Background: an optimization exercise with open tools, aiming at small area. Do not read the settings as production practice. Only simulation tests tie the RTL to the original design; equivalence was not proved.

$ cat flow/design.v
package layer_pkg;
   typedef logic signed [16-1:0] data_t;
   typedef logic [$clog2(8)-1:0] vec_addr_t;
   typedef logic [$clog2(16)-1:0] out_idx_t;
endpackage
package layer_coef_pkg;
   localparam int WEIGHT_ENTRIES = 4 * 8 * (16 / 4);
   localparam int BIAS_ENTRIES   = 4 * (16 / 4);
   localparam logic [WEIGHT_ENTRIES*16-1:0] weight_table = {
      {
         -16'sd38,  16'sd33,  16'sd109, 16'sd24,  -16'sd3,   -16'sd45,  -16'sd19,  16'sd48,
         16'sd103,  16'sd18,  16'sd82,  -16'sd28, 16'sd101,  -16'sd64,  -16'sd108, 16'sd3,
         -16'sd18,  16'sd107, 16'sd2,   -16'sd45, -16'sd85,  16'sd22,   16'sd86,   16'sd32,
         -16'sd1,   -16'sd105, 16'sd81, 16'sd42,  16'sd45,   16'sd39,   -16'sd54,  16'sd63
      },
      {
         16'sd29,   -16'sd75, -16'sd24, 16'sd89,  -16'sd12,  -16'sd72,  16'sd114,  -16'sd15,
         -16'sd11,  -16'sd4,  -16'sd36, 16'sd105, 16'sd53,   -16'sd50,  -16'sd37,  16'sd72,
         -16'sd110, -16'sd77, 16'sd9,   16'sd71,  16'sd1,    16'sd100,  16'sd15,   -16'sd72,
         16'sd90,   16'sd84,  16'sd7,   -16'sd36, 16'sd56,   -16'sd106, 16'sd20,   16'sd22
      },
      {
         -16'sd109, -16'sd24, 16'sd30,  16'sd68,  -16'sd123, -16'sd41,  16'sd119,  16'sd31,
         16'sd54,   16'sd121, 16'sd12,  16'sd60,  -16'sd48,  16'sd3,    -16'sd37,  16'sd78,
         16'sd93,   -16'sd101, 16'sd116, -16'sd83, 16'sd31,  -16'sd49,  16'sd124,  16'sd29,
         -16'sd78,  16'sd8,   16'sd67,  16'sd81,  16'sd87,   16'sd63,   -16'sd18,  -16'sd105
      },
      {
         -16'sd2,   -16'sd5,  16'sd22,  -16'sd23, 16'sd96,   -16'sd58,  16'sd36,   -16'sd70,
         16'sd126,  16'sd113, -16'sd73, 16'sd94,  -16'sd73,  16'sd92,   -16'sd104, -16'sd98,
         -16'sd64,  -16'sd77, -16'sd4,  -16'sd9,  -16'sd113, 16'sd20,   16'sd21,   -16'sd3,
         16'sd115,  16'sd106, 16'sd14,  -16'sd126, -16'sd1,  -16'sd93,  16'sd0,    16'sd126
      }
   };
   localparam logic [BIAS_ENTRIES*16-1:0] bias_table = {
      {-16'sd70, 16'sd120, 16'sd71,  -16'sd60},
      {-16'sd47, 16'sd115, -16'sd83, 16'sd67},
      {16'sd41,  16'sd38,  -16'sd81, -16'sd106},
      {16'sd103, 16'sd83,  16'sd0,   -16'sd10}
   };
endpackage
module layer_sequencer (
   input  logic                 clk,
   input  logic                 reset,
   input  logic                 s_valid,
   input  logic                 m_ready,
   output logic                 s_ready,
   output logic                 m_valid,
   output logic                 vec_wr_en,    
   output layer_pkg::vec_addr_t pos,          
   output logic                 run,          
   output logic                 en,           
   output layer_pkg::out_idx_t  out_idx,      
   output logic [5:0]           entry_next,   
   output logic                 x_bypass      
);
   layer_pkg::vec_addr_t load_cnt;    
   logic vec_pending;    
   logic done;           
   logic fire;
   logic can_start;
   logic start;
   logic last_start;     
   logic gap;            
   assign m_valid = done;
   assign fire    = done & m_ready;
   assign can_start  = (pos[1:0] == 2'd0) && (pos[2] != out_idx[0]) && !run && (!done || fire);
   assign start      = can_start && (out_idx != '0 || vec_pending || vec_wr_en);
   assign last_start = can_start && out_idx == 4'd15;
   assign en         = start | run;
   assign s_ready   = (pos == load_cnt) && (load_cnt != '0 || !vec_pending || last_start);
   assign vec_wr_en = s_ready & s_valid;
   assign gap       = (pos == load_cnt) && (load_cnt != '0) && !s_valid;
   assign x_bypass  = (pos == load_cnt) && out_idx == '0;
   layer_pkg::vec_addr_t pos_d;
   layer_pkg::out_idx_t  out_idx_d;
   logic                 finish;         
   assign finish     = run && pos[1:0] == 2'd3 && !(gap && out_idx == '0);
   assign pos_d      = reset ? '0 : pos + 1'b1;
   assign out_idx_d  = reset ? '0 : out_idx + finish;
   assign entry_next = {out_idx_d, pos_d[1:0]};
   always_ff @(posedge clk) begin
      pos     <= pos_d;
      out_idx <= out_idx_d;
   end
   always_ff @(posedge clk) begin
      if (reset) begin
         load_cnt    <= '0;
         vec_pending <= 1'b0;
         run         <= 1'b0;
         done        <= 1'b0;
      end else begin
         if (vec_wr_en)
            load_cnt <= load_cnt + 1'b1;
         if (vec_wr_en && load_cnt == 3'd7)
            vec_pending <= 1'b1;
         else if (start && out_idx == 4'd15)
            vec_pending <= 1'b0;
         if (start)
            run <= 1'b1;
         else if (run && (pos[1:0] == 2'd3 || (gap && out_idx == '0)))
            run <= 1'b0;
         if (finish)
            done <= 1'b1;
         else if (fire)
            done <= 1'b0;
      end
   end
endmodule
module mac_lane (
   input  logic                 clk,
   input  logic                 run,        
   input  logic                 en,         
   input  layer_pkg::out_idx_t  out_idx,
   input  layer_pkg::vec_addr_t pos,
   input  logic [5:0]           entry_next,    
   input  layer_pkg::data_t     x_a,
   input  layer_pkg::data_t     x_b,
   output layer_pkg::data_t     acc,
   output logic [16-1:0] acc_cy    
);
   localparam int ENTRIES = 16 * 4;
   logic [4*ENTRIES-1:0] a_one, a_two, a_neg, b_one, b_two, b_neg;
   logic [16*8-1:0] b_rom;
   logic [ENTRIES*8-1:0]        wa_rom, wb_rom;
   genvar i;
   generate
      for (i = 0; i < ENTRIES; i++) begin : g_w
         localparam int J  = i / 4;
         localparam int CA = (1 - J % 2) * 4 + i % 4;
         localparam int CB = (J % 2) * 4 + i % 4;
         localparam int EA = (J % 4) * 8 * (16 / 4)
                             + (J / 4) * 8 + CA;
         localparam int EB = (J % 4) * 8 * (16 / 4)
                             + (J / 4) * 8 + CB;
         localparam logic [8:0] WA = {layer_coef_pkg::weight_table[(layer_coef_pkg::WEIGHT_ENTRIES - 1 - EA) * 16 +: 8], 1'b0};
         localparam logic [8:0] WB = {layer_coef_pkg::weight_table[(layer_coef_pkg::WEIGHT_ENTRIES - 1 - EB) * 16 +: 8], 1'b0};
         assign wa_rom[i*8 +: 8] = WA[8:1];
         assign wb_rom[i*8 +: 8] = WB[8:1];
         for (genvar k = 0; k < 4; k++) begin : g_k
            assign a_one[k*ENTRIES + i] = WA[2*k+1] ^ WA[2*k];
            assign a_two[k*ENTRIES + i] = (WA[2*k+2] & ~WA[2*k+1] & ~WA[2*k]) | (~WA[2*k+2] & WA[2*k+1] & WA[2*k]);
            assign a_neg[k*ENTRIES + i] = WA[2*k+2] & ~(WA[2*k+1] & WA[2*k]);
            assign b_one[k*ENTRIES + i] = WB[2*k+1] ^ WB[2*k];
            assign b_two[k*ENTRIES + i] = (WB[2*k+2] & ~WB[2*k+1] & ~WB[2*k]) | (~WB[2*k+2] & WB[2*k+1] & WB[2*k]);
            assign b_neg[k*ENTRIES + i] = WB[2*k+2] & ~(WB[2*k+1] & WB[2*k]);
         end
      end
      for (i = 0; i < 16; i++) begin : g_b
         localparam int E = (i % 4) * (16 / 4) + i / 4;
         assign b_rom[i*8 +: 8] =
            layer_coef_pkg::bias_table[(layer_coef_pkg::BIAS_ENTRIES - 1 - E) * 16 +: 8];
      end
   endgenerate
   logic [5:0]  entry;
   logic [7:0]  bias;
   logic [15:0] addend;
   logic [3:0]  neg_a, one_a, two_a, neg_b, one_b, two_b;
   assign entry  = {out_idx, pos[1:0]};
   assign bias   = b_rom[out_idx*8 +: 8];
   assign addend = run ? acc : {{8{bias[7]}}, bias};
   logic [7:0] wa_q, wb_q;
   always_ff @(posedge clk) begin
      wa_q <= wa_rom[entry_next*8 +: 8];
      wb_q <= wb_rom[entry_next*8 +: 8];
   end
   logic [8:0] wxa, wxb;
   assign wxa = {wa_q, 1'b0};
   assign wxb = {wb_q, 1'b0};
   generate
      for (i = 0; i < 4; i++) begin : g_digit
         assign one_a[i] = wxa[2*i+1] ^ wxa[2*i];
         assign two_a[i] = (wxa[2*i+2] & ~wxa[2*i+1] & ~wxa[2*i]) | (~wxa[2*i+2] & wxa[2*i+1] & wxa[2*i]);
         assign neg_a[i] = wxa[2*i+2] & ~(wxa[2*i+1] & wxa[2*i]);
         assign one_b[i] = wxb[2*i+1] ^ wxb[2*i];
         assign two_b[i] = (wxb[2*i+2] & ~wxb[2*i+1] & ~wxb[2*i]) | (~wxb[2*i+2] & wxb[2*i+1] & wxb[2*i]);
         assign neg_b[i] = wxb[2*i+2] & ~(wxb[2*i+1] & wxb[2*i]);
      end
   endgenerate
   logic [15:0] pp_a0;
   assign pp_a0[0] = ((one_a[0] & x_a[0])) ^ neg_a[0];
   assign pp_a0[1] = ((one_a[0] & x_a[1]) | (two_a[0] & x_a[0])) ^ neg_a[0];
   assign pp_a0[2] = ((one_a[0] & x_a[2]) | (two_a[0] & x_a[1])) ^ neg_a[0];
   assign pp_a0[3] = ((one_a[0] & x_a[3]) | (two_a[0] & x_a[2])) ^ neg_a[0];
   assign pp_a0[4] = ((one_a[0] & x_a[4]) | (two_a[0] & x_a[3])) ^ neg_a[0];
   assign pp_a0[5] = ((one_a[0] & x_a[5]) | (two_a[0] & x_a[4])) ^ neg_a[0];
   assign pp_a0[6] = ((one_a[0] & x_a[6]) | (two_a[0] & x_a[5])) ^ neg_a[0];
   assign pp_a0[7] = ((one_a[0] & x_a[7]) | (two_a[0] & x_a[6])) ^ neg_a[0];
   assign pp_a0[8] = ((one_a[0] & x_a[8]) | (two_a[0] & x_a[7])) ^ neg_a[0];
   assign pp_a0[9] = ((one_a[0] & x_a[9]) | (two_a[0] & x_a[8])) ^ neg_a[0];
   assign pp_a0[10] = ((one_a[0] & x_a[10]) | (two_a[0] & x_a[9])) ^ neg_a[0];
   assign pp_a0[11] = ((one_a[0] & x_a[11]) | (two_a[0] & x_a[10])) ^ neg_a[0];
   assign pp_a0[12] = ((one_a[0] & x_a[12]) | (two_a[0] & x_a[11])) ^ neg_a[0];
   assign pp_a0[13] = ((one_a[0] & x_a[13]) | (two_a[0] & x_a[12])) ^ neg_a[0];
   assign pp_a0[14] = ((one_a[0] & x_a[14]) | (two_a[0] & x_a[13])) ^ neg_a[0];
   assign pp_a0[15] = ((one_a[0] & x_a[15]) | (two_a[0] & x_a[14])) ^ neg_a[0];
   logic [15:2] pp_a1;
   assign pp_a1[2] = ((one_a[1] & x_a[0])) ^ neg_a[1];
   assign pp_a1[3] = ((one_a[1] & x_a[1]) | (two_a[1] & x_a[0])) ^ neg_a[1];
   assign pp_a1[4] = ((one_a[1] & x_a[2]) | (two_a[1] & x_a[1])) ^ neg_a[1];
   assign pp_a1[5] = ((one_a[1] & x_a[3]) | (two_a[1] & x_a[2])) ^ neg_a[1];
   assign pp_a1[6] = ((one_a[1] & x_a[4]) | (two_a[1] & x_a[3])) ^ neg_a[1];
   assign pp_a1[7] = ((one_a[1] & x_a[5]) | (two_a[1] & x_a[4])) ^ neg_a[1];
   assign pp_a1[8] = ((one_a[1] & x_a[6]) | (two_a[1] & x_a[5])) ^ neg_a[1];
   assign pp_a1[9] = ((one_a[1] & x_a[7]) | (two_a[1] & x_a[6])) ^ neg_a[1];
   assign pp_a1[10] = ((one_a[1] & x_a[8]) | (two_a[1] & x_a[7])) ^ neg_a[1];
   assign pp_a1[11] = ((one_a[1] & x_a[9]) | (two_a[1] & x_a[8])) ^ neg_a[1];
   assign pp_a1[12] = ((one_a[1] & x_a[10]) | (two_a[1] & x_a[9])) ^ neg_a[1];
   assign pp_a1[13] = ((one_a[1] & x_a[11]) | (two_a[1] & x_a[10])) ^ neg_a[1];
   assign pp_a1[14] = ((one_a[1] & x_a[12]) | (two_a[1] & x_a[11])) ^ neg_a[1];
   assign pp_a1[15] = ((one_a[1] & x_a[13]) | (two_a[1] & x_a[12])) ^ neg_a[1];
   logic [15:4] pp_a2;
   assign pp_a2[4] = ((one_a[2] & x_a[0])) ^ neg_a[2];
   assign pp_a2[5] = ((one_a[2] & x_a[1]) | (two_a[2] & x_a[0])) ^ neg_a[2];
   assign pp_a2[6] = ((one_a[2] & x_a[2]) | (two_a[2] & x_a[1])) ^ neg_a[2];
   assign pp_a2[7] = ((one_a[2] & x_a[3]) | (two_a[2] & x_a[2])) ^ neg_a[2];
   assign pp_a2[8] = ((one_a[2] & x_a[4]) | (two_a[2] & x_a[3])) ^ neg_a[2];
   assign pp_a2[9] = ((one_a[2] & x_a[5]) | (two_a[2] & x_a[4])) ^ neg_a[2];
   assign pp_a2[10] = ((one_a[2] & x_a[6]) | (two_a[2] & x_a[5])) ^ neg_a[2];
   assign pp_a2[11] = ((one_a[2] & x_a[7]) | (two_a[2] & x_a[6])) ^ neg_a[2];
   assign pp_a2[12] = ((one_a[2] & x_a[8]) | (two_a[2] & x_a[7])) ^ neg_a[2];
   assign pp_a2[13] = ((one_a[2] & x_a[9]) | (two_a[2] & x_a[8])) ^ neg_a[2];
   assign pp_a2[14] = ((one_a[2] & x_a[10]) | (two_a[2] & x_a[9])) ^ neg_a[2];
   assign pp_a2[15] = ((one_a[2] & x_a[11]) | (two_a[2] & x_a[10])) ^ neg_a[2];
   logic [15:6] pp_a3;
   assign pp_a3[6] = ((one_a[3] & x_a[0])) ^ neg_a[3];
   assign pp_a3[7] = ((one_a[3] & x_a[1]) | (two_a[3] & x_a[0])) ^ neg_a[3];
   assign pp_a3[8] = ((one_a[3] & x_a[2]) | (two_a[3] & x_a[1])) ^ neg_a[3];
   assign pp_a3[9] = ((one_a[3] & x_a[3]) | (two_a[3] & x_a[2])) ^ neg_a[3];
   assign pp_a3[10] = ((one_a[3] & x_a[4]) | (two_a[3] & x_a[3])) ^ neg_a[3];
   assign pp_a3[11] = ((one_a[3] & x_a[5]) | (two_a[3] & x_a[4])) ^ neg_a[3];
   assign pp_a3[12] = ((one_a[3] & x_a[6]) | (two_a[3] & x_a[5])) ^ neg_a[3];
   assign pp_a3[13] = ((one_a[3] & x_a[7]) | (two_a[3] & x_a[6])) ^ neg_a[3];
   assign pp_a3[14] = ((one_a[3] & x_a[8]) | (two_a[3] & x_a[7])) ^ neg_a[3];
   assign pp_a3[15] = ((one_a[3] & x_a[9]) | (two_a[3] & x_a[8])) ^ neg_a[3];
   logic [15:0] pp_b0;
   assign pp_b0[0] = ((one_b[0] & x_b[0])) ^ neg_b[0];
   assign pp_b0[1] = ((one_b[0] & x_b[1]) | (two_b[0] & x_b[0])) ^ neg_b[0];
   assign pp_b0[2] = ((one_b[0] & x_b[2]) | (two_b[0] & x_b[1])) ^ neg_b[0];
   assign pp_b0[3] = ((one_b[0] & x_b[3]) | (two_b[0] & x_b[2])) ^ neg_b[0];
   assign pp_b0[4] = ((one_b[0] & x_b[4]) | (two_b[0] & x_b[3])) ^ neg_b[0];
   assign pp_b0[5] = ((one_b[0] & x_b[5]) | (two_b[0] & x_b[4])) ^ neg_b[0];
   assign pp_b0[6] = ((one_b[0] & x_b[6]) | (two_b[0] & x_b[5])) ^ neg_b[0];
   assign pp_b0[7] = ((one_b[0] & x_b[7]) | (two_b[0] & x_b[6])) ^ neg_b[0];
   assign pp_b0[8] = ((one_b[0] & x_b[8]) | (two_b[0] & x_b[7])) ^ neg_b[0];
   assign pp_b0[9] = ((one_b[0] & x_b[9]) | (two_b[0] & x_b[8])) ^ neg_b[0];
   assign pp_b0[10] = ((one_b[0] & x_b[10]) | (two_b[0] & x_b[9])) ^ neg_b[0];
   assign pp_b0[11] = ((one_b[0] & x_b[11]) | (two_b[0] & x_b[10])) ^ neg_b[0];
   assign pp_b0[12] = ((one_b[0] & x_b[12]) | (two_b[0] & x_b[11])) ^ neg_b[0];
   assign pp_b0[13] = ((one_b[0] & x_b[13]) | (two_b[0] & x_b[12])) ^ neg_b[0];
   assign pp_b0[14] = ((one_b[0] & x_b[14]) | (two_b[0] & x_b[13])) ^ neg_b[0];
   assign pp_b0[15] = ((one_b[0] & x_b[15]) | (two_b[0] & x_b[14])) ^ neg_b[0];
   logic [15:2] pp_b1;
   assign pp_b1[2] = ((one_b[1] & x_b[0])) ^ neg_b[1];
   assign pp_b1[3] = ((one_b[1] & x_b[1]) | (two_b[1] & x_b[0])) ^ neg_b[1];
   assign pp_b1[4] = ((one_b[1] & x_b[2]) | (two_b[1] & x_b[1])) ^ neg_b[1];
   assign pp_b1[5] = ((one_b[1] & x_b[3]) | (two_b[1] & x_b[2])) ^ neg_b[1];
   assign pp_b1[6] = ((one_b[1] & x_b[4]) | (two_b[1] & x_b[3])) ^ neg_b[1];
   assign pp_b1[7] = ((one_b[1] & x_b[5]) | (two_b[1] & x_b[4])) ^ neg_b[1];
   assign pp_b1[8] = ((one_b[1] & x_b[6]) | (two_b[1] & x_b[5])) ^ neg_b[1];
   assign pp_b1[9] = ((one_b[1] & x_b[7]) | (two_b[1] & x_b[6])) ^ neg_b[1];
   assign pp_b1[10] = ((one_b[1] & x_b[8]) | (two_b[1] & x_b[7])) ^ neg_b[1];
   assign pp_b1[11] = ((one_b[1] & x_b[9]) | (two_b[1] & x_b[8])) ^ neg_b[1];
   assign pp_b1[12] = ((one_b[1] & x_b[10]) | (two_b[1] & x_b[9])) ^ neg_b[1];
   assign pp_b1[13] = ((one_b[1] & x_b[11]) | (two_b[1] & x_b[10])) ^ neg_b[1];
   assign pp_b1[14] = ((one_b[1] & x_b[12]) | (two_b[1] & x_b[11])) ^ neg_b[1];
   assign pp_b1[15] = ((one_b[1] & x_b[13]) | (two_b[1] & x_b[12])) ^ neg_b[1];
   logic [15:4] pp_b2;
   assign pp_b2[4] = ((one_b[2] & x_b[0])) ^ neg_b[2];
   assign pp_b2[5] = ((one_b[2] & x_b[1]) | (two_b[2] & x_b[0])) ^ neg_b[2];
   assign pp_b2[6] = ((one_b[2] & x_b[2]) | (two_b[2] & x_b[1])) ^ neg_b[2];
   assign pp_b2[7] = ((one_b[2] & x_b[3]) | (two_b[2] & x_b[2])) ^ neg_b[2];
   assign pp_b2[8] = ((one_b[2] & x_b[4]) | (two_b[2] & x_b[3])) ^ neg_b[2];
   assign pp_b2[9] = ((one_b[2] & x_b[5]) | (two_b[2] & x_b[4])) ^ neg_b[2];
   assign pp_b2[10] = ((one_b[2] & x_b[6]) | (two_b[2] & x_b[5])) ^ neg_b[2];
   assign pp_b2[11] = ((one_b[2] & x_b[7]) | (two_b[2] & x_b[6])) ^ neg_b[2];
   assign pp_b2[12] = ((one_b[2] & x_b[8]) | (two_b[2] & x_b[7])) ^ neg_b[2];
   assign pp_b2[13] = ((one_b[2] & x_b[9]) | (two_b[2] & x_b[8])) ^ neg_b[2];
   assign pp_b2[14] = ((one_b[2] & x_b[10]) | (two_b[2] & x_b[9])) ^ neg_b[2];
   assign pp_b2[15] = ((one_b[2] & x_b[11]) | (two_b[2] & x_b[10])) ^ neg_b[2];
   logic [15:6] pp_b3;
   assign pp_b3[6] = ((one_b[3] & x_b[0])) ^ neg_b[3];
   assign pp_b3[7] = ((one_b[3] & x_b[1]) | (two_b[3] & x_b[0])) ^ neg_b[3];
   assign pp_b3[8] = ((one_b[3] & x_b[2]) | (two_b[3] & x_b[1])) ^ neg_b[3];
   assign pp_b3[9] = ((one_b[3] & x_b[3]) | (two_b[3] & x_b[2])) ^ neg_b[3];
   assign pp_b3[10] = ((one_b[3] & x_b[4]) | (two_b[3] & x_b[3])) ^ neg_b[3];
   assign pp_b3[11] = ((one_b[3] & x_b[5]) | (two_b[3] & x_b[4])) ^ neg_b[3];
   assign pp_b3[12] = ((one_b[3] & x_b[6]) | (two_b[3] & x_b[5])) ^ neg_b[3];
   assign pp_b3[13] = ((one_b[3] & x_b[7]) | (two_b[3] & x_b[6])) ^ neg_b[3];
   assign pp_b3[14] = ((one_b[3] & x_b[8]) | (two_b[3] & x_b[7])) ^ neg_b[3];
   assign pp_b3[15] = ((one_b[3] & x_b[9]) | (two_b[3] & x_b[8])) ^ neg_b[3];
   logic s1, c2, s3, c4, s5, c6, s7, c8, s9, c10, s11, c12, s13, c14, s15, c16;
   logic s17, c18, s19, s20, c21, s22, c23, s24, c25, s26, c27, s28, c29, s30, c31, s32;
   logic c33, s34, c35, s36, c37, s38, c39, s40, c41, s42, c43, s44, c45, s46, c47, s48;
   logic c49, s50, c51, s52, c53, s54, c55, s56, c57, s58, c59, s60, c61, s62, c63, s64;
   logic c65, s66, c67, s68, c69, s70, c71, s72, c73, s74, c75, s76, c77, s78, c79, s80;
   logic c81, s82, c83, s84, s85, s86, s87, c88, s89, c90, s91, c92, s93, c94, s95, c96;
   logic s97, c98, s99, c100, s101, c102, s103, c104, s105, c106, s107, c108, s109, c110, s111, c112;
   logic s113, c114, s115, c116, s117, c118, s119, c120, s121, c122, s123, c124, s125, c126, s127, c128;
   logic s129, c130, s131, c132, s133, c134, s135, c136, s137, c138, s139, s140, s141, c142, s143, c144;
   logic s145, c146, s147, c148, s149, c150, s151, c152, s153, c154, s155, c156, s157, c158, s159, c160;
   logic s161, c162, s163, c164, s165, c166, s167, c168, s169, c170, s171, s172, c173, s174, c175, s176;
   logic c177, s178, c179, s180, c181, s182, c183, s184, c185, s186, c187, s188, c189, s190, c191, s192;
   logic c193, s194, c195, s196, c197, s198, c199, s200, c201, s202;
   assign s1 = neg_a[3] ^ neg_b[3] ^ addend[6];
   assign c2 = (neg_a[3] & neg_b[3]) | (neg_a[3] & addend[6]) | (neg_b[3] & addend[6]);
   assign s3 = addend[7] ^ pp_b0[7];
   assign c4 = addend[7] & pp_b0[7];
   assign s5 = addend[8] ^ pp_b0[8];
   assign c6 = addend[8] & pp_b0[8];
   assign s7 = addend[9] ^ pp_b0[9];
   assign c8 = addend[9] & pp_b0[9];
   assign s9 = addend[10] ^ pp_b0[10];
   assign c10 = addend[10] & pp_b0[10];
   assign s11 = addend[11] ^ pp_b0[11];
   assign c12 = addend[11] & pp_b0[11];
   assign s13 = addend[12] ^ pp_b0[12];
   assign c14 = addend[12] & pp_b0[12];
   assign s15 = addend[13] ^ pp_b0[13];
   assign c16 = addend[13] & pp_b0[13];
   assign s17 = addend[14] ^ pp_b0[14];
   assign c18 = addend[14] & pp_b0[14];
   assign s19 = addend[15] ^ pp_b0[15];
   assign s20 = neg_a[1] ^ neg_b[1];
   assign c21 = neg_a[1] & neg_b[1];
   assign s22 = neg_a[2] ^ neg_b[2] ^ addend[4];
   assign c23 = (neg_a[2] & neg_b[2]) | (neg_a[2] & addend[4]) | (neg_b[2] & addend[4]);
   assign s24 = pp_b0[4] ^ pp_b1[4];
   assign c25 = pp_b0[4] & pp_b1[4];
   assign s26 = addend[5] ^ pp_b0[5] ^ pp_b1[5];
   assign c27 = (addend[5] & pp_b0[5]) | (addend[5] & pp_b1[5]) | (pp_b0[5] & pp_b1[5]);
   assign s28 = pp_b2[5] ^ pp_a0[5];
   assign c29 = pp_b2[5] & pp_a0[5];
   assign s30 = pp_b0[6] ^ pp_b1[6] ^ pp_b2[6];
   assign c31 = (pp_b0[6] & pp_b1[6]) | (pp_b0[6] & pp_b2[6]) | (pp_b1[6] & pp_b2[6]);
   assign s32 = pp_b3[6] ^ s1 ^ pp_a0[6];
   assign c33 = (pp_b3[6] & s1) | (pp_b3[6] & pp_a0[6]) | (s1 & pp_a0[6]);
   assign s34 = pp_a1[6] ^ pp_a2[6];
   assign c35 = pp_a1[6] & pp_a2[6];
   assign s36 = pp_b1[7] ^ pp_b2[7] ^ pp_b3[7];
   assign c37 = (pp_b1[7] & pp_b2[7]) | (pp_b1[7] & pp_b3[7]) | (pp_b2[7] & pp_b3[7]);
   assign s38 = c2 ^ s3 ^ pp_a0[7];
   assign c39 = (c2 & s3) | (c2 & pp_a0[7]) | (s3 & pp_a0[7]);
   assign s40 = pp_a1[7] ^ pp_a2[7] ^ pp_a3[7];
   assign c41 = (pp_a1[7] & pp_a2[7]) | (pp_a1[7] & pp_a3[7]) | (pp_a2[7] & pp_a3[7]);
   assign s42 = pp_b1[8] ^ pp_b2[8] ^ pp_b3[8];
   assign c43 = (pp_b1[8] & pp_b2[8]) | (pp_b1[8] & pp_b3[8]) | (pp_b2[8] & pp_b3[8]);
   assign s44 = c4 ^ s5 ^ pp_a0[8];
   assign c45 = (c4 & s5) | (c4 & pp_a0[8]) | (s5 & pp_a0[8]);
   assign s46 = pp_a1[8] ^ pp_a2[8] ^ pp_a3[8];
   assign c47 = (pp_a1[8] & pp_a2[8]) | (pp_a1[8] & pp_a3[8]) | (pp_a2[8] & pp_a3[8]);
   assign s48 = pp_b1[9] ^ pp_b2[9] ^ pp_b3[9];
   assign c49 = (pp_b1[9] & pp_b2[9]) | (pp_b1[9] & pp_b3[9]) | (pp_b2[9] & pp_b3[9]);
   assign s50 = c6 ^ s7 ^ pp_a0[9];
   assign c51 = (c6 & s7) | (c6 & pp_a0[9]) | (s7 & pp_a0[9]);
   assign s52 = pp_a1[9] ^ pp_a2[9] ^ pp_a3[9];
   assign c53 = (pp_a1[9] & pp_a2[9]) | (pp_a1[9] & pp_a3[9]) | (pp_a2[9] & pp_a3[9]);
   assign s54 = pp_b1[10] ^ pp_b2[10] ^ pp_b3[10];
   assign c55 = (pp_b1[10] & pp_b2[10]) | (pp_b1[10] & pp_b3[10]) | (pp_b2[10] & pp_b3[10]);
   assign s56 = c8 ^ s9 ^ pp_a0[10];
   assign c57 = (c8 & s9) | (c8 & pp_a0[10]) | (s9 & pp_a0[10]);
   assign s58 = pp_a1[10] ^ pp_a2[10] ^ pp_a3[10];
   assign c59 = (pp_a1[10] & pp_a2[10]) | (pp_a1[10] & pp_a3[10]) | (pp_a2[10] & pp_a3[10]);
   assign s60 = pp_b1[11] ^ pp_b2[11] ^ pp_b3[11];
   assign c61 = (pp_b1[11] & pp_b2[11]) | (pp_b1[11] & pp_b3[11]) | (pp_b2[11] & pp_b3[11]);
   assign s62 = c10 ^ s11 ^ pp_a0[11];
   assign c63 = (c10 & s11) | (c10 & pp_a0[11]) | (s11 & pp_a0[11]);
   assign s64 = pp_a1[11] ^ pp_a2[11] ^ pp_a3[11];
   assign c65 = (pp_a1[11] & pp_a2[11]) | (pp_a1[11] & pp_a3[11]) | (pp_a2[11] & pp_a3[11]);
   assign s66 = pp_b1[12] ^ pp_b2[12] ^ pp_b3[12];
   assign c67 = (pp_b1[12] & pp_b2[12]) | (pp_b1[12] & pp_b3[12]) | (pp_b2[12] & pp_b3[12]);
   assign s68 = c12 ^ s13 ^ pp_a0[12];
   assign c69 = (c12 & s13) | (c12 & pp_a0[12]) | (s13 & pp_a0[12]);
   assign s70 = pp_a1[12] ^ pp_a2[12] ^ pp_a3[12];
   assign c71 = (pp_a1[12] & pp_a2[12]) | (pp_a1[12] & pp_a3[12]) | (pp_a2[12] & pp_a3[12]);
   assign s72 = pp_b1[13] ^ pp_b2[13] ^ pp_b3[13];
   assign c73 = (pp_b1[13] & pp_b2[13]) | (pp_b1[13] & pp_b3[13]) | (pp_b2[13] & pp_b3[13]);
   assign s74 = c14 ^ s15 ^ pp_a0[13];
   assign c75 = (c14 & s15) | (c14 & pp_a0[13]) | (s15 & pp_a0[13]);
   assign s76 = pp_a1[13] ^ pp_a2[13] ^ pp_a3[13];
   assign c77 = (pp_a1[13] & pp_a2[13]) | (pp_a1[13] & pp_a3[13]) | (pp_a2[13] & pp_a3[13]);
   assign s78 = pp_b1[14] ^ pp_b2[14] ^ pp_b3[14];
   assign c79 = (pp_b1[14] & pp_b2[14]) | (pp_b1[14] & pp_b3[14]) | (pp_b2[14] & pp_b3[14]);
   assign s80 = c16 ^ s17 ^ pp_a0[14];
   assign c81 = (c16 & s17) | (c16 & pp_a0[14]) | (s17 & pp_a0[14]);
   assign s82 = pp_a1[14] ^ pp_a2[14] ^ pp_a3[14];
   assign c83 = (pp_a1[14] & pp_a2[14]) | (pp_a1[14] & pp_a3[14]) | (pp_a2[14] & pp_a3[14]);
   assign s84 = pp_b1[15] ^ pp_b2[15] ^ pp_b3[15];
   assign s85 = c18 ^ s19 ^ pp_a0[15];
   assign s86 = pp_a1[15] ^ pp_a2[15] ^ pp_a3[15];
   assign s87 = neg_a[0] ^ neg_b[0];
   assign c88 = neg_a[0] & neg_b[0];
   assign s89 = addend[2] ^ s20 ^ pp_b0[2];
   assign c90 = (addend[2] & s20) | (addend[2] & pp_b0[2]) | (s20 & pp_b0[2]);
   assign s91 = addend[3] ^ c21 ^ pp_b0[3];
   assign c92 = (addend[3] & c21) | (addend[3] & pp_b0[3]) | (c21 & pp_b0[3]);
   assign s93 = pp_b1[3] ^ pp_a0[3];
   assign c94 = pp_b1[3] & pp_a0[3];
   assign s95 = pp_b2[4] ^ s22 ^ s24;
   assign c96 = (pp_b2[4] & s22) | (pp_b2[4] & s24) | (s22 & s24);
   assign s97 = pp_a0[4] ^ pp_a1[4] ^ pp_a2[4];
   assign c98 = (pp_a0[4] & pp_a1[4]) | (pp_a0[4] & pp_a2[4]) | (pp_a1[4] & pp_a2[4]);
   assign s99 = c23 ^ c25 ^ s26;
   assign c100 = (c23 & c25) | (c23 & s26) | (c25 & s26);
   assign s101 = pp_a1[5] ^ pp_a2[5] ^ s28;
   assign c102 = (pp_a1[5] & pp_a2[5]) | (pp_a1[5] & s28) | (pp_a2[5] & s28);
   assign s103 = c27 ^ s30 ^ pp_a3[6];
   assign c104 = (c27 & s30) | (c27 & pp_a3[6]) | (s30 & pp_a3[6]);
   assign s105 = c29 ^ s34 ^ s32;
   assign c106 = (c29 & s34) | (c29 & s32) | (s34 & s32);
   assign s107 = c31 ^ s36 ^ c35;
   assign c108 = (c31 & s36) | (c31 & c35) | (s36 & c35);
   assign s109 = c33 ^ s38 ^ s40;
   assign c110 = (c33 & s38) | (c33 & s40) | (s38 & s40);
   assign s111 = c37 ^ s42 ^ c39;
   assign c112 = (c37 & s42) | (c37 & c39) | (s42 & c39);
   assign s113 = c41 ^ s44 ^ s46;
   assign c114 = (c41 & s44) | (c41 & s46) | (s44 & s46);
   assign s115 = c43 ^ s48 ^ c45;
   assign c116 = (c43 & s48) | (c43 & c45) | (s48 & c45);
   assign s117 = c47 ^ s50 ^ s52;
   assign c118 = (c47 & s50) | (c47 & s52) | (s50 & s52);
   assign s119 = c49 ^ s54 ^ c51;
   assign c120 = (c49 & s54) | (c49 & c51) | (s54 & c51);
   assign s121 = c53 ^ s56 ^ s58;
   assign c122 = (c53 & s56) | (c53 & s58) | (s56 & s58);
   assign s123 = c55 ^ s60 ^ c57;
   assign c124 = (c55 & s60) | (c55 & c57) | (s60 & c57);
   assign s125 = c59 ^ s62 ^ s64;
   assign c126 = (c59 & s62) | (c59 & s64) | (s62 & s64);
   assign s127 = c61 ^ s66 ^ c63;
   assign c128 = (c61 & s66) | (c61 & c63) | (s66 & c63);
   assign s129 = c65 ^ s68 ^ s70;
   assign c130 = (c65 & s68) | (c65 & s70) | (s68 & s70);
   assign s131 = c67 ^ s72 ^ c69;
   assign c132 = (c67 & s72) | (c67 & c69) | (s72 & c69);
   assign s133 = c71 ^ s74 ^ s76;
   assign c134 = (c71 & s74) | (c71 & s76) | (s74 & s76);
   assign s135 = c73 ^ s78 ^ c75;
   assign c136 = (c73 & s78) | (c73 & c75) | (s78 & c75);
   assign s137 = c77 ^ s80 ^ s82;
   assign c138 = (c77 & s80) | (c77 & s82) | (s80 & s82);
   assign s139 = c79 ^ s84 ^ c81;
   assign s140 = c83 ^ s85 ^ s86;
   assign s141 = addend[0] ^ s87;
   assign c142 = addend[0] & s87;
   assign s143 = addend[1] ^ c88 ^ pp_b0[1];
   assign c144 = (addend[1] & c88) | (addend[1] & pp_b0[1]) | (c88 & pp_b0[1]);
   assign s145 = pp_b1[2] ^ s89 ^ pp_a0[2];
   assign c146 = (pp_b1[2] & s89) | (pp_b1[2] & pp_a0[2]) | (s89 & pp_a0[2]);
   assign s147 = c90 ^ s91 ^ pp_a1[3];
   assign c148 = (c90 & s91) | (c90 & pp_a1[3]) | (s91 & pp_a1[3]);
   assign s149 = c92 ^ s95 ^ c94;
   assign c150 = (c92 & s95) | (c92 & c94) | (s95 & c94);
   assign s151 = c96 ^ s99 ^ c98;
   assign c152 = (c96 & s99) | (c96 & c98) | (s99 & c98);
   assign s153 = c100 ^ s103 ^ c102;
   assign c154 = (c100 & s103) | (c100 & c102) | (s103 & c102);
   assign s155 = c104 ^ s107 ^ c106;
   assign c156 = (c104 & s107) | (c104 & c106) | (s107 & c106);
   assign s157 = c108 ^ s111 ^ c110;
   assign c158 = (c108 & s111) | (c108 & c110) | (s111 & c110);
   assign s159 = c112 ^ s115 ^ c114;
   assign c160 = (c112 & s115) | (c112 & c114) | (s115 & c114);
   assign s161 = c116 ^ s119 ^ c118;
   assign c162 = (c116 & s119) | (c116 & c118) | (s119 & c118);
   assign s163 = c120 ^ s123 ^ c122;
   assign c164 = (c120 & s123) | (c120 & c122) | (s123 & c122);
   assign s165 = c124 ^ s127 ^ c126;
   assign c166 = (c124 & s127) | (c124 & c126) | (s127 & c126);
   assign s167 = c128 ^ s131 ^ c130;
   assign c168 = (c128 & s131) | (c128 & c130) | (s131 & c130);
   assign s169 = c132 ^ s135 ^ c134;
   assign c170 = (c132 & s135) | (c132 & c134) | (s135 & c134);
   assign s171 = c136 ^ s139 ^ c138;
   assign s172 = pp_b0[0] ^ s141;
   assign c173 = pp_b0[0] & s141;
   assign s174 = c142 ^ s143 ^ pp_a0[1];
   assign c175 = (c142 & s143) | (c142 & pp_a0[1]) | (s143 & pp_a0[1]);
   assign s176 = c144 ^ pp_a1[2] ^ s145;
   assign c177 = (c144 & pp_a1[2]) | (c144 & s145) | (pp_a1[2] & s145);
   assign s178 = s93 ^ c146 ^ s147;
   assign c179 = (s93 & c146) | (s93 & s147) | (c146 & s147);
   assign s180 = c148 ^ s97 ^ s149;
   assign c181 = (c148 & s97) | (c148 & s149) | (s97 & s149);
   assign s182 = c150 ^ s101 ^ s151;
   assign c183 = (c150 & s101) | (c150 & s151) | (s101 & s151);
   assign s184 = c152 ^ s105 ^ s153;
   assign c185 = (c152 & s105) | (c152 & s153) | (s105 & s153);
   assign s186 = s109 ^ c154 ^ s155;
   assign c187 = (s109 & c154) | (s109 & s155) | (c154 & s155);
   assign s188 = s113 ^ c156 ^ s157;
   assign c189 = (s113 & c156) | (s113 & s157) | (c156 & s157);
   assign s190 = s117 ^ c158 ^ s159;
   assign c191 = (s117 & c158) | (s117 & s159) | (c158 & s159);
   assign s192 = s121 ^ c160 ^ s161;
   assign c193 = (s121 & c160) | (s121 & s161) | (c160 & s161);
   assign s194 = s125 ^ c162 ^ s163;
   assign c195 = (s125 & c162) | (s125 & s163) | (c162 & s163);
   assign s196 = s129 ^ c164 ^ s165;
   assign c197 = (s129 & c164) | (s129 & s165) | (c164 & s165);
   assign s198 = s133 ^ c166 ^ s167;
   assign c199 = (s133 & c166) | (s133 & s167) | (c166 & s167);
   assign s200 = s137 ^ c168 ^ s169;
   assign c201 = (s137 & c168) | (s137 & s169) | (c168 & s169);
   assign s202 = s140 ^ c170 ^ s171;
   logic [15:0] op_a, op_b;
   assign op_a = {s202, s200, s198, s196, s194, s192, s190, s188, s186, s184, s182, s180, s178, s176, s174, pp_a0[0]};
   assign op_b = {c201, c199, c197, c195, c193, c191, c189, c187, c185, c183, c181, c179, c177, c175, c173, s172};
   logic [15:0] cy;
   logic [15:0] sum;
   logic [15:0] cy_out;
   assign cy[0] = 1'b0;
   assign sum[0] = op_a[0] ^ op_b[0] ^ cy[0];
   assign cy[1] = (op_a[0] & op_b[0]) | (op_a[0] & cy[0]) | (op_b[0] & cy[0]);
   assign sum[1] = op_a[1] ^ op_b[1] ^ cy[1];
   assign cy[2] = (op_a[1] & op_b[1]) | (op_a[1] & cy[1]) | (op_b[1] & cy[1]);
   assign sum[2] = op_a[2] ^ op_b[2] ^ cy[2];
   assign cy[3] = (op_a[2] & op_b[2]) | (op_a[2] & cy[2]) | (op_b[2] & cy[2]);
   assign sum[3] = op_a[3] ^ op_b[3] ^ cy[3];
   assign cy[4] = (op_a[3] & op_b[3]) | (op_a[3] & cy[3]) | (op_b[3] & cy[3]);
   assign sum[4] = op_a[4] ^ op_b[4] ^ cy[4];
   assign cy_out[5] = (op_a[4] & op_b[4]) | (op_a[4] & cy[4]) | (op_b[4] & cy[4]);
   assign cy[5] = run & acc_cy[5];
   assign sum[5] = op_a[5] ^ op_b[5] ^ cy[5];
   assign cy[6] = (op_a[5] & op_b[5]) | (op_a[5] & cy[5]) | (op_b[5] & cy[5]);
   assign sum[6] = op_a[6] ^ op_b[6] ^ cy[6];
   assign cy[7] = (op_a[6] & op_b[6]) | (op_a[6] & cy[6]) | (op_b[6] & cy[6]);
   assign sum[7] = op_a[7] ^ op_b[7] ^ cy[7];
   assign cy[8] = (op_a[7] & op_b[7]) | (op_a[7] & cy[7]) | (op_b[7] & cy[7]);
   assign sum[8] = op_a[8] ^ op_b[8] ^ cy[8];
   assign cy_out[9] = (op_a[8] & op_b[8]) | (op_a[8] & cy[8]) | (op_b[8] & cy[8]);
   assign cy[9] = run & acc_cy[9];
   assign sum[9] = op_a[9] ^ op_b[9] ^ cy[9];
   assign cy[10] = (op_a[9] & op_b[9]) | (op_a[9] & cy[9]) | (op_b[9] & cy[9]);
   assign sum[10] = op_a[10] ^ op_b[10] ^ cy[10];
   assign cy[11] = (op_a[10] & op_b[10]) | (op_a[10] & cy[10]) | (op_b[10] & cy[10]);
   assign sum[11] = op_a[11] ^ op_b[11] ^ cy[11];
   assign cy[12] = (op_a[11] & op_b[11]) | (op_a[11] & cy[11]) | (op_b[11] & cy[11]);
   assign sum[12] = op_a[12] ^ op_b[12] ^ cy[12];
   assign cy_out[13] = (op_a[12] & op_b[12]) | (op_a[12] & cy[12]) | (op_b[12] & cy[12]);
   assign cy[13] = run & acc_cy[13];
   assign sum[13] = op_a[13] ^ op_b[13] ^ cy[13];
   assign cy[14] = (op_a[13] & op_b[13]) | (op_a[13] & cy[13]) | (op_b[13] & cy[13]);
   assign sum[14] = op_a[14] ^ op_b[14] ^ cy[14];
   assign cy[15] = (op_a[14] & op_b[14]) | (op_a[14] & cy[14]) | (op_b[14] & cy[14]);
   assign sum[15] = op_a[15] ^ op_b[15] ^ cy[15];
   assign cy_out[0] = 1'b0;
   assign cy_out[1] = 1'b0;
   assign cy_out[2] = 1'b0;
   assign cy_out[3] = 1'b0;
   assign cy_out[4] = 1'b0;
   assign cy_out[6] = 1'b0;
   assign cy_out[7] = 1'b0;
   assign cy_out[8] = 1'b0;
   assign cy_out[10] = 1'b0;
   assign cy_out[11] = 1'b0;
   assign cy_out[12] = 1'b0;
   assign cy_out[14] = 1'b0;
   assign cy_out[15] = 1'b0;
   logic [15:0] cy_q;    
   always_ff @(posedge clk)
      if (en) begin
         acc  <= sum;
         cy_q <= cy_out & 16'h2220;
      end
   assign acc_cy = cy_q & 16'h2220;
endmodule
module mac_array (
   input  logic                 clk,
   input  logic                 vec_wr_en,
   input  logic                 x_bypass,
   input  layer_pkg::data_t     data_in,
   input  layer_pkg::vec_addr_t pos,
   input  logic                 run,
   input  logic                 en,
   input  layer_pkg::out_idx_t  out_idx,
   input  logic [5:0]           entry_next,
   output layer_pkg::data_t     acc,
   output logic [16-1:0] acc_cy
);
   layer_pkg::data_t ring [0:8-1];
   always_ff @(posedge clk) begin
      for (int k = 0; k < 8 - 1; k++)
         ring[k] <= ring[k+1];
      ring[8-1] <= vec_wr_en ? data_in : ring[0];
   end
   mac_lane u_lane (
      .clk     (clk),
      .run     (run),
      .en      (en),
      .out_idx (out_idx),
      .pos     (pos),
      .entry_next (entry_next),
      .x_a     (x_bypass ? data_in : ring[0]),    
      .x_b     (ring[8/2]),           
      .acc     (acc),
      .acc_cy  (acc_cy)
   );
endmodule
module result_buffer (
   input  layer_pkg::data_t acc,
   input  logic [16-1:0] acc_cy,
   output layer_pkg::data_t data_out
);
   layer_pkg::data_t result;
   assign result   = acc + acc_cy;
   assign data_out = result[16-1] ? '0 : result;
endmodule
module layer_top (
   input  logic             clk,
   input  logic             reset,
   input  logic             s_valid,
   input  logic             m_ready,
   input  layer_pkg::data_t data_in,
   output logic             s_ready,
   output logic             m_valid,
   output layer_pkg::data_t data_out
);
   logic                 vec_wr_en;
   logic                 x_bypass;
   layer_pkg::vec_addr_t pos;
   logic                 run, en;
   layer_pkg::out_idx_t  out_idx;
   logic [5:0]           entry_next;
   layer_pkg::data_t     acc;
   logic [16-1:0] acc_cy;
   layer_sequencer u_sequencer (
      .clk       (clk),
      .reset     (reset),
      .s_valid   (s_valid),
      .m_ready   (m_ready),
      .s_ready   (s_ready),
      .m_valid   (m_valid),
      .vec_wr_en (vec_wr_en),
      .pos       (pos),
      .run       (run),
      .en        (en),
      .out_idx   (out_idx),
      .entry_next(entry_next),
      .x_bypass  (x_bypass)
   );
   mac_array u_mac_array (
      .clk       (clk),
      .vec_wr_en (vec_wr_en),
      .x_bypass  (x_bypass),
      .data_in   (data_in),
      .pos       (pos),
      .run       (run),
      .en        (en),
      .out_idx   (out_idx),
      .entry_next(entry_next),
      .acc       (acc),
      .acc_cy    (acc_cy)
   );
   result_buffer u_result_buffer (
      .acc      (acc),
      .acc_cy   (acc_cy),
      .data_out (data_out)
   );
endmodule
$ cat flow/flow/run.sh
#!/bin/bash
# The standard layout (standard.sh) with extra ORFS make variables, one
# per line in flow/make_vars. Each ORFS step keeps its own log under
# orfs/logs; make's own output goes to flow_make.log here.
set -euo pipefail
args=()
while IFS= read -r line; do
   [[ -z "$line" || "$line" == \#* ]] && continue
   args+=("$line")
done < flow/make_vars
bash standard.sh "${args[@]}" finish > flow_make.log 2>&1
$ cat flow/flow/make_vars
BUFFER_PORTS_ARGS=-buffer_cell sky130_fd_sc_hd__buf_1
GLOBAL_PLACEMENT_ARGS=-timing_driven_nets_percentage 0
$ cat flow/standard.sh
#!/bin/bash
# synth_recipe.tcl (not shown) runs the flow's synth.tcl, then flattens the netlist and writes it again
# the make line also repeats each setting of config.mk as NAME=value (left out here)
make -C /OpenROAD-flow-scripts/flow DESIGN_CONFIG=/design/flow/config.mk WORK_HOME=/design/flow/orfs CLKGATE_MAP_FILE= SYNTH_SCRIPT=/design/flow/synth_recipe.tcl "${@:-finish}"
$ cat flow/config.mk
export PLATFORM = sky130hd
export DESIGN_NAME = layer_top
export DESIGN_NICKNAME = layer_top
export VERILOG_FILES = /design/flow/design.v
export SDC_FILE = /design/flow/constraint.sdc
export NUM_CORES = 4
export LEC_CHECK = 0
export CAP_MARGIN = 20
export CORE_MARGIN = 2
export CORE_UTILIZATION = 40
export SLEW_MARGIN = 20
$ cat flow/constraint.sdc
create_clock -name core_clock -period 7.0 [get_ports {clk}]
set_input_delay 1.4000 -clock core_clock [delete_from_list [all_inputs] [get_ports {clk}]]
set_output_delay 1.4000 -clock core_clock [all_outputs]
set_load 0.01 [all_outputs]
==> summary.txt, run 1 <==
The first global-routing pass estimated 48.39 mm of wire. Dividing the detail-routed wire length by the instance count gives 18.53 um. The logs give 0 for the total of max-cap violations and 17 for the number of buffers created by CTS.

The residual DRC count is 0, and the clock latency of the later-clocked register in the worst-skew pair is 0.44 ns. The transition time at the pin with the least slew margin works out to 1.184 ns. STA classifies the critical path startpoint as a flip-flop. The synthesized netlist contains 61 unique library cells. The tools report the setup TNS after final layout as 0 ns. The most instantiated flip-flop cell in the synthesis netlist was sky130_fd_sc_hd__dfxtp_1.

Synthesis inferred 176 register bits. Relative to the synthesized area, the layout overhead comes to 9.136%. For the worst flop-to-flop path, the logic depth is 23.

Timing would allow up to 150.2 MHz. The tools report the number of antenna violations at the first check in global routing as 0. The proportion of register bits with asynchronous set or reset after synthesis was 0. The path class of the tightest hold or removal check is flip-flop to flip-flop.

The tree built by TritonCTS fans out to 176 sinks. The run gives 0.2040 as the all-layer global routing usage. At the end of the flow, the number of nets in the layout was 1416. The height of the chip was 175.8 um; the warning count from the yosys run was 5. The top cell type's share of synthesized area was 0.2662; the number of antenna-violating nets in the routed design was 0. The tree is rooted in a sky130_fd_sc_hd__clkbuf_16. The tools report the final number of max-transition violations as 0.

The total count of hold-check failures in the final report was 0; the violation count after the first detailed-route iteration was 623. The antenna diode instance count was 0; the flop-to-flop setup slack was 0.34 ns. Summed over all nets, the half-perimeter wirelength after detailed placement is 22.18 mm. After filler insertion, the fill cell instance count of the layout stands at 2830. The width of the die was 175.8 um. STA classifies the critical path endpoint as a flip-flop.

The worst path required time is 7.17 ns. The run finished with no timing, DRC or antenna violations. 38 I/O pins were placed. After detailed routing, the total wire length is 30.54 mm. The number of detailed-routing iterations run before antenna repair is 5, and the die area is 30900 sq um. Category of the critical setup timing path: flip-flop to flip-flop. The tools report the total of hold buffers inserted after clock tree synthesis as 0. The largest total area in the synthesized netlist belongs to sky130_fd_sc_hd__dfxtp_1. The total core area is 28860 sq um.

The number of core rows was 62. Maximum level of the CTS H-tree: 4. In this run the critical register-to-register path is launched from u_sequencer.out_idx[1]. The per-instance average area after synthesis was 9.399 sq um; the number of cells traversed by the worst hold path was 0.

Reg-to-reg endpoint: u_mac_array.u_lane.acc[15]. The routed via count divided by cell count is 5.314. The via count of the first global-routing pass was 8616.

The logs give 0.3146 for the fraction of the yosys area taken by sequential cells and 0.01446 ns for the worst-case clock skew. Entering global routing, the biggest net connects 43 pins. Setup violations remaining at the end of the flow were counted as 0. Fraction of final layout cells with drive strength greater than 1: 0.08465. The cell area after synthesis was 11810 sq um; the quantity of I/O buffers inserted on ports was 36. The cell count after synthesis is 1256. Starting utilization of the core area: 0.4091. For hold timing, the worst endpoint is u_mac_array.ring[6][7].

The total via count after detailed routing was 8758; the total nets after synthesis was 1421. At the worst endpoint, the arrival time is 6.82 ns. The clock passes through at most 2 buffers. After clock tree synthesis, the clock-pin slew on the worst setup and hold paths is 0.08 ns. Once layout is complete, the cells apart from fillers number 1648. In this run the worst path has a maximum fanout of 10. The multi-input gate area in the final layout came out at 7203 sq um. Cell with the most instances after synthesis: sky130_fd_sc_hd__dfxtp_1.

The shortest period the worst path allows works out to 6.658 ns. The sequential cells in the finished layout cover a total of 3716 sq um. By area the synthesized netlist is led by sky130_fd_sc_hd__dfxtp_1 27%, sky130_fd_sc_hd__fa_1 16%, sky130_fd_sc_hd__xnor2_1 6.9%. The final cycle utilization of the critical path was 0.9512. The startpoint identified for the worst hold timing path is u_mac_array.ring[7][7]. Routability-driven placement finished with a final weighted congestion of 0.9251. Setup repair after global routing left no endpoint under its margin. TritonCTS built the clock tree.

Post-placement cell count: 1616. Start point of the critical path: u_sequencer.out_idx[1]. Sorting the synthesized cells by how often they occur yields 157 x sky130_fd_sc_hd__dfxtp_1, 136 x sky130_fd_sc_hd__inv_1, 95 x sky130_fd_sc_hd__fa_1, 93 x sky130_fd_sc_hd__xnor2_1, 89 x sky130_fd_sc_hd__nand2_1. The run gives 0 as the overall overflow remaining after global route. The worst slew slack as a fraction of its limit was 0.2089; the number of synthesized flops with an enable pin was 19.
## through the flow
| stage | cell area (sq um) | util | hold slack, ns | setup slack (ns) |
|---|---|---|---|---|
| global route | 12880 | 0.4465 | 0.3302 | 0.01198 |
| CTS | 12880 | 0.4463 | 0.3189 | 0.2651 |
| finish | 12880 | 0.4465 | 0.3205 | 0.3416 |
| detailed placement | 12290 | 0.4259 | 0.3121 | 0.2849 |
| global placement | 12270 | 0.4253 | 0.3095 | 0.3445 |
| floorplan | 11810 | - | 0.3096 | 0.9500 |
## layer usage
| layer | GRT usage | up-vias | wire (um) |
|---|---|---|---|
| met5 | 0 | - | 0 |
| met4 | 0.07300 | 0 | 876 |
| met3 | 0.04307 | 62 | 1880 |
| met2 | 0.3223 | 302 | 13820 |
| met1 | 0.2766 | 4190 | 13970 |
| li1 | - | 4204 | - |
## registers in the layout, summed over array words and instances, names as in the netlist
signal / cells
u_sequencer.out_idx: 4
u_mac_array.u_lane.cy_q: 3
u_mac_array.u_lane.acc: 16
u_sequencer.vec_pending: 1
u_mac_array.u_lane.wb_q: 8
u_sequencer.load_cnt: 3
u_mac_array.u_lane.wa_q: 8
u_sequencer.run: 1
u_mac_array.ring: 128
u_sequencer.pos: 3
u_sequencer.done: 1
## worst max-delay path, cell delays in order (launching register included)
cell and delay [ns]:
sky130_fd_sc_hd__dfxtp_1 0.55, sky130_fd_sc_hd__inv_1 0.15, sky130_fd_sc_hd__ha_1 0.31, sky130_fd_sc_hd__nand2_1 0.11
sky130_fd_sc_hd__o21ai_0 0.10, sky130_fd_sc_hd__o21ai_1 0.27, sky130_fd_sc_hd__buf_4 0.24, sky130_fd_sc_hd__nand2_1 0.14
sky130_fd_sc_hd__ha_1 0.34, sky130_fd_sc_hd__fa_1 0.42, sky130_fd_sc_hd__fa_1 0.49, sky130_fd_sc_hd__inv_1 0.05
sky130_fd_sc_hd__fa_1 0.51, sky130_fd_sc_hd__inv_1 0.05, sky130_fd_sc_hd__fa_1 0.48, sky130_fd_sc_hd__inv_1 0.06
sky130_fd_sc_hd__fa_1 0.45, sky130_fd_sc_hd__fa_1 0.43, sky130_fd_sc_hd__xnor2_1 0.22, sky130_fd_sc_hd__xnor2_1 0.17
sky130_fd_sc_hd__xnor2_1 0.16, sky130_fd_sc_hd__xnor2_1 0.16, sky130_fd_sc_hd__xnor2_1 0.16, sky130_fd_sc_hd__xnor3_1 0.37
## layout make-up
class,count,share of cell area
Clock inverter,15,0.01272
Sequential cell,176,0.2884
Multi-Input combinational cell,849,0.5591
Timing Repair Buffer,66,0.02836
Tap cell,384,0.03729
Clock buffer,17,0.03302
Inverter,141,0.04108
## worst max path at each step
stage / end / slack [ns] / depth (start not counted)
floorplan: u_mac_array.u_lane.acc[15] / 0.95 / 23
global placement: u_mac_array.u_lane.acc[15] / 0.34 / 22
global route: u_mac_array.u_lane.acc[15] / 0.01 / 23
finish: u_mac_array.u_lane.acc[15] / 0.34 / 23
detailed placement: u_mac_array.u_lane.acc[15] / 0.28 / 23
CTS: u_mac_array.u_lane.acc[15] / 0.27 / 23
## kinds of logic (layout without fill, tap and decap cells)
kind of cell    count (synthesis)  after routing  share of synthesized area
simple gates                  223            223                    0.08606
xor+xnor                      124            124                    0.09433
fa+ha+maj                     145            145                     0.2141
buf+inv                       231            239                    0.07621
mux                            55             55                    0.05056
other cells                     1              1                  0.0003177
flops                         176            176                     0.3146
compound gates                301            301                     0.1639
## what timing repair did
action,4_1_cts,5_1_grt
setup buffers,0,0
setup endpoints to repair,0,1
resized for setup,0,1
## layout by cell type, fill, tap and decap left out, types with 5 or more instances in the layout
| master | count |
|---|---|
| sky130_fd_sc_hd__nor2b_1 | 10 |
| sky130_fd_sc_hd__a31oi_1 | 9 |
| sky130_fd_sc_hd__a221oi_1 | 6 |
| sky130_fd_sc_hd__edfxtp_1 | 19 |
| sky130_fd_sc_hd__a22o_1 | 8 |
| sky130_fd_sc_hd__nand2_1 | 89 |
| sky130_fd_sc_hd__o22ai_1 | 15 |
| sky130_fd_sc_hd__xnor2_1 | 93 |
| sky130_fd_sc_hd__clkbuf_16 | 17 |
| sky130_fd_sc_hd__a22oi_1 | 71 |
| sky130_fd_sc_hd__a21oi_1 | 87 |
| sky130_fd_sc_hd__inv_1 | 136 |
| sky130_fd_sc_hd__xor2_1 | 29 |
| sky130_fd_sc_hd__o211ai_1 | 15 |
| sky130_fd_sc_hd__nor3_1 | 7 |
| sky130_fd_sc_hd__ha_1 | 49 |
| sky130_fd_sc_hd__nor2_1 | 62 |
| sky130_fd_sc_hd__dfxtp_1 | 155 |
| sky130_fd_sc_hd__mux2_2 | 29 |
| sky130_fd_sc_hd__buf_4 | 29 |
| sky130_fd_sc_hd__buf_1 | 35 |
| sky130_fd_sc_hd__mux2i_1 | 24 |
| sky130_fd_sc_hd__a211oi_1 | 5 |
| sky130_fd_sc_hd__nand3_1 | 11 |
| sky130_fd_sc_hd__nand2b_1 | 17 |
| sky130_fd_sc_hd__o21ai_0 | 53 |
| sky130_fd_sc_hd__inv_6 | 5 |
| sky130_fd_sc_hd__o221ai_1 | 7 |
| sky130_fd_sc_hd__and2_1 | 10 |
| sky130_fd_sc_hd__fa_1 | 95 |
==> inputs of run 2 (changes only) <==
==> flow/flow/make_vars (replaced) <==
BUFFER_PORTS_ARGS=-buffer_cell sky130_fd_sc_hd__buf_1
CTS_ARGS=-sink_clustering_enable -repair_clock_nets -buf_list sky130_fd_sc_hd__clkbuf_8 -sink_buffer_max_cap_derate 0.5
==> run 2 against run 1 <==
  * Non-clock buffer count down 3
  * Clock skew up 0.0063 ns
  * Flip-flop and latch count unchanged
  * Critical path type unchanged
  * Critical endpoint unchanged
  * Highest routed layer unchanged
==> summary.txt, run 2 <==
Ranked by total cell area, the synthesized netlist is headed by sky130_fd_sc_hd__dfxtp_1 27%, sky130_fd_sc_hd__fa_1 16%, sky130_fd_sc_hd__xnor2_1 6.9%. The tools report the worst path arrival time as 6.61 ns (-0.21 ns). The startpoint of the worst-slack reg-to-reg timing path is u_sequencer.out_idx[0].

The transition time at the pin with the least slew margin was 1.003 ns (-0.1809 ns); the number of synthesized flops with an enable pin was 19 (unchanged). The shortest period the worst path allows was 6.388 ns (-0.2702 ns). The number of detailed-routing iterations run before antenna repair came out at 5 (unchanged). The signal on the critical path passes through inv_1 -> ha_1 -> nor3b_2 -> nand4_1 -> buf_4 -> mux2_2 -> a22oi_1 -> xnor2_1 -> fa_1 -> inv_1 -> fa_1 -> inv_1 -> fa_1 -> fa_1 -> fa_1 -> fa_1 -> xnor2_1 -> xnor2_1 -> xnor2_1 -> xnor2_1 -> xnor2_1 -> xnor3_1.

The smallest setup slack after layout was 0.6119 ns (+0.2702 ns). The logs give 23.00 mm (+3.7%) for the placed wire-length estimate and 8945 (+2.1%) for the total via count after detailed routing. STA classifies the critical path endpoint as a flip-flop. The clock latency of the later-clocked register in the worst-skew pair came out at 0.47 ns (+0.03 ns). Routed via count divided by cell count: 5.438 (+2.3%). The run gives 0 ns (unchanged) as the setup TNS after final layout. Total of hold buffers inserted after clock tree synthesis: 0 (unchanged). The most instantiated flip-flop cell in the synthesis netlist was sky130_fd_sc_hd__dfxtp_1. The height of the chip came out at 175.8 um (unchanged). The maximum fanout along the worst path was 12 (+2).

Master cell of the clock root buffer: sky130_fd_sc_hd__clkbuf_8. The start point of the critical path is u_sequencer.out_idx[0]. The die area came out at 30900 sq um (unchanged). The count of nets after finishing came out at 1413 (-0.21%).

The tools report the met1 usage in global routing as 0.2773 (+0.0007379). Total count of hold-check failures in the final report: 0 (unchanged). From synthesis to final layout, the design area changed by 7.430%. The violation count after the first detailed-route iteration came out at 892 (+43%).

The average wire per standard cell is 18.87 um (+1.8%), and the worst path buffer plus inverter count is 4 (-1). met2 is the most crowded layer. The quantity of I/O buffers inserted on ports was 36 (unchanged). The path with the worst hold slack has its endpoint at u_mac_array.ring[2][2]. The met3 global-route usage was 0.03355 (-0.009524); the number of gates resized after cts was 0 (unchanged). For the maximum level of the CTS H-tree, the log shows 4 (unchanged). The depth of the worst register-to-register path was 22 (-4.3%).

The width of the die works out to 175.8 um (unchanged). The tools report the post-route cell area as 12680 sq um (-1.6%). Wire length of the first global-routing pass: 48.25 mm (-0.29%). The maximum number of pins on one net before global-route repair was 43 (unchanged). Setup repair after global routing left no endpoint under its margin.

The tools report the peak clock frequency supported by timing as 156.5 MHz (+4.2%). The placed standard-cell area was 12260 sq um (-0.24%). The reg-to-reg endpoint is u_mac_array.u_lane.acc[15].

The number of core rows is 62 (unchanged). For the fraction of the yosys area taken by sequential cells, the log shows 0.3146 (unchanged). The via count of the first global-routing pass is 8518 (-1.1%). The number of flip-flops under the largest register name is 128 (unchanged). The distinct cell type count of the synthesized netlist came out at 61 (unchanged).

The run gives 0 (unchanged) as the final number of max-transition violations. The run gives 7.22 ns (+0.05 ns) as the worst path required time. The number of ports placed on the die boundary came out at 38 (unchanged). Leaving out fill and tap cells, the most frequent cells in the layout are 157 x sky130_fd_sc_hd__dfxtp_1, 137 x sky130_fd_sc_hd__inv_1, 95 x sky130_fd_sc_hd__fa_1. The cell area after synthesis was 11810 sq um (unchanged). Fraction of final layout cells with drive strength greater than 1: 0.07851 (-0.006143).

By startpoint and endpoint, the worst setup path is classified as flip-flop to flip-flop. The warning count from the yosys run is 5 (unchanged). The logs give 31.05 mm (+1.7%) for the wire length after detailed routing and 1421 (unchanged) for the total nets after synthesis. The worst slew slack as a fraction of its limit came out at 0.3311 (+0.1222). Per-instance average area after synthesis: 9.399 sq um (unchanged).

For the number of buffers created by CTS, the log shows 17 (unchanged). The startpoint identified for the worst hold timing path is u_mac_array.ring[3][2]. The flow ran to the end and the layout has no timing, DRC or antenna violations.

The run gives 0.61 ns (+0.27 ns) as the flop-to-flop setup slack. The all-layer global routing usage is 0.2043 (+0.0003259). By count the netlist is led by 157 x sky130_fd_sc_hd__dfxtp_1, 136 x sky130_fd_sc_hd__inv_1, 95 x sky130_fd_sc_hd__fa_1, 93 x sky130_fd_sc_hd__xnor2_1, 89 x sky130_fd_sc_hd__nand2_1. The setup-violating endpoint count in the final report is 0 (unchanged).

Buffer levels on the longest clock path: 2 (unchanged). The CTS clock-pin slew for the worst setup and hold paths came out at 0.10 ns (+0.02 ns). The leading cell type in the layout, fill and taps excluded is sky130_fd_sc_hd__dfxtp_1. TritonCTS built the clock tree. The total core area was 28860 sq um (unchanged). The category of cells accounting for the largest share of critical-path delay was adder cells. The clock sink total is 176 (unchanged), and the overall overflow remaining after global route is 0 (unchanged). The count of buffers added by post-CTS timing repair for setup was 0 (unchanged); the number of antenna-violating nets in the routed design was 0 (unchanged).

The largest stage delay on the critical path is 0.53 ns (-0.02 ns), and the number of antenna violations at the first check in global routing is 0 (unchanged). The residual DRC count came out at 0 (unchanged).

The synthesized design spends more area on one cell type than any other, namely sky130_fd_sc_hd__dfxtp_1. The worst setup path is launched from a flip-flop. Starting utilization of the core area: 0.4091 (unchanged). The largest registers in the layout are u_mac_array.ring: 128 flops, u_mac_array.u_lane.acc: 16 flops. The cell count after synthesis is 1256 (unchanged). The final cycle utilization of the critical path is 0.9126 (-0.03861), and the count of state elements after synthesis is 176 (unchanged). The worst slack at placement was 0.6364 ns (+0.3515 ns); the top cell type's share of synthesized area was 0.2662 (unchanged).

Total of max-cap violations: 0 (unchanged). The fraction of met2 tracks used by global routing is 0.3253 (+0.002953), and the antenna diode instance count is 0 (unchanged). The proportion of register bits with asynchronous set or reset after synthesis came out at 0 (unchanged). Cell with the most instances after synthesis: sky130_fd_sc_hd__dfxtp_1. The number of cells traversed by the worst hold path is 0 (unchanged). On the critical path, the stage with the largest delay is an instance of sky130_fd_sc_hd__dfxtp_1.

The worst-case clock skew came out at 0.02079 ns (+0.006330 ns). Global placement routability congestion: 0.9304 (+0.57%). Ranked by flip-flop count, first place goes to u_mac_array.ring. The worst min-delay path class is flip-flop to flip-flop.
[run 2: cell counts after synthesis]
No cell type changed its count.
[run 2: area by class of cell]
class	instances	area (sq um)
clock buffers	18	247.7
clock inverters	14	172.7
fillers	2847	16180
inverters	141	529.3
multi-input cells	849	7201
flip-flops and latches	176	3714
well taps	384	480.5
repair buffers	63	337.8
[run 2: how the worst max path moves through the flow]
| stage | to | cells after the start |
|---|---|---|
| finish | u_mac_array.u_lane.acc[15] | 22 |
| global route | u_mac_array.u_lane.acc[15] | 22 |
| CTS | u_mac_array.u_lane.acc[15] | 22 |
| detailed placement | u_mac_array.u_lane.acc[15] | 22 |
| global placement | u_mac_array.u_lane.acc[15] | 18 |
| floorplan | u_mac_array.u_lane.acc[15] | 23 |
[run 2: stage by stage]
| stage | hold slack [ns] | instances | util |
|---|---|---|---|
| after global routing | 0.3279 | 1645 | 0.4395 |
| after floorplan | 0.3096 | 1256 | - |
| final | 0.3223 | 1645 | 0.4395 |
| after detailed placement | 0.3121 | 1613 | 0.4248 |
| after global placement | 0.3101 | 1613 | 0.4248 |
| after CTS | 0.3187 | 1645 | 0.4394 |
[run 2: layer usage]
layer	vias to the layer above	routed length, um
met5	-	0
li1	4195	-
met4	0	993
met1	4357	14010
met2	335	14270
met3	58	1772
[run 2: cells by family (layout without fill, tap and decap cells)]
group,after synthesis,after routing,synth area share
other,1,1,0.0003177
AOI/OAI and AO/OA,301,301,0.1639
muxes,55,55,0.05056
adders and majority gates,145,145,0.2141
DFF,176,176,0.3146
xor gates and xnor gates,124,124,0.09433
and+or+nand+nor,223,223,0.08606
buffers and inverters,231,236,0.07621

re-timing with driven ports:
How much do the figures lean on ideal ports? The routed layouts below were timed once more, with nothing changed but the port constraints.
Step 1: set_driving_cell puts a clkbuf_16 on clk and a buf_2 on each other input, an assumption about the parent block.
Step 2 times the ports against the registers' clock, not the clock port: input delays grow and output delays shrink by t, the midpoint of the rising clock arrivals with the driver on.
Slacks: no drivers / after step 1 / after step 2; pairs: no drivers / after step 1.
run | shift t [ns] | slack for setup (ns) | worst hold slack (ns) | clock arrival spread, ns
run 1 | 0.479 | 0.342 / 0.342 / 0.342 | 0.321 / 0.321 / 0.321 | 0.014 / 0.015
run 2 | 0.510 | 0.612 / 0.612 / 0.612 | 0.322 / 0.322 / 0.322 | 0.021 / 0.021
After both steps every run listed still meets setup and hold.
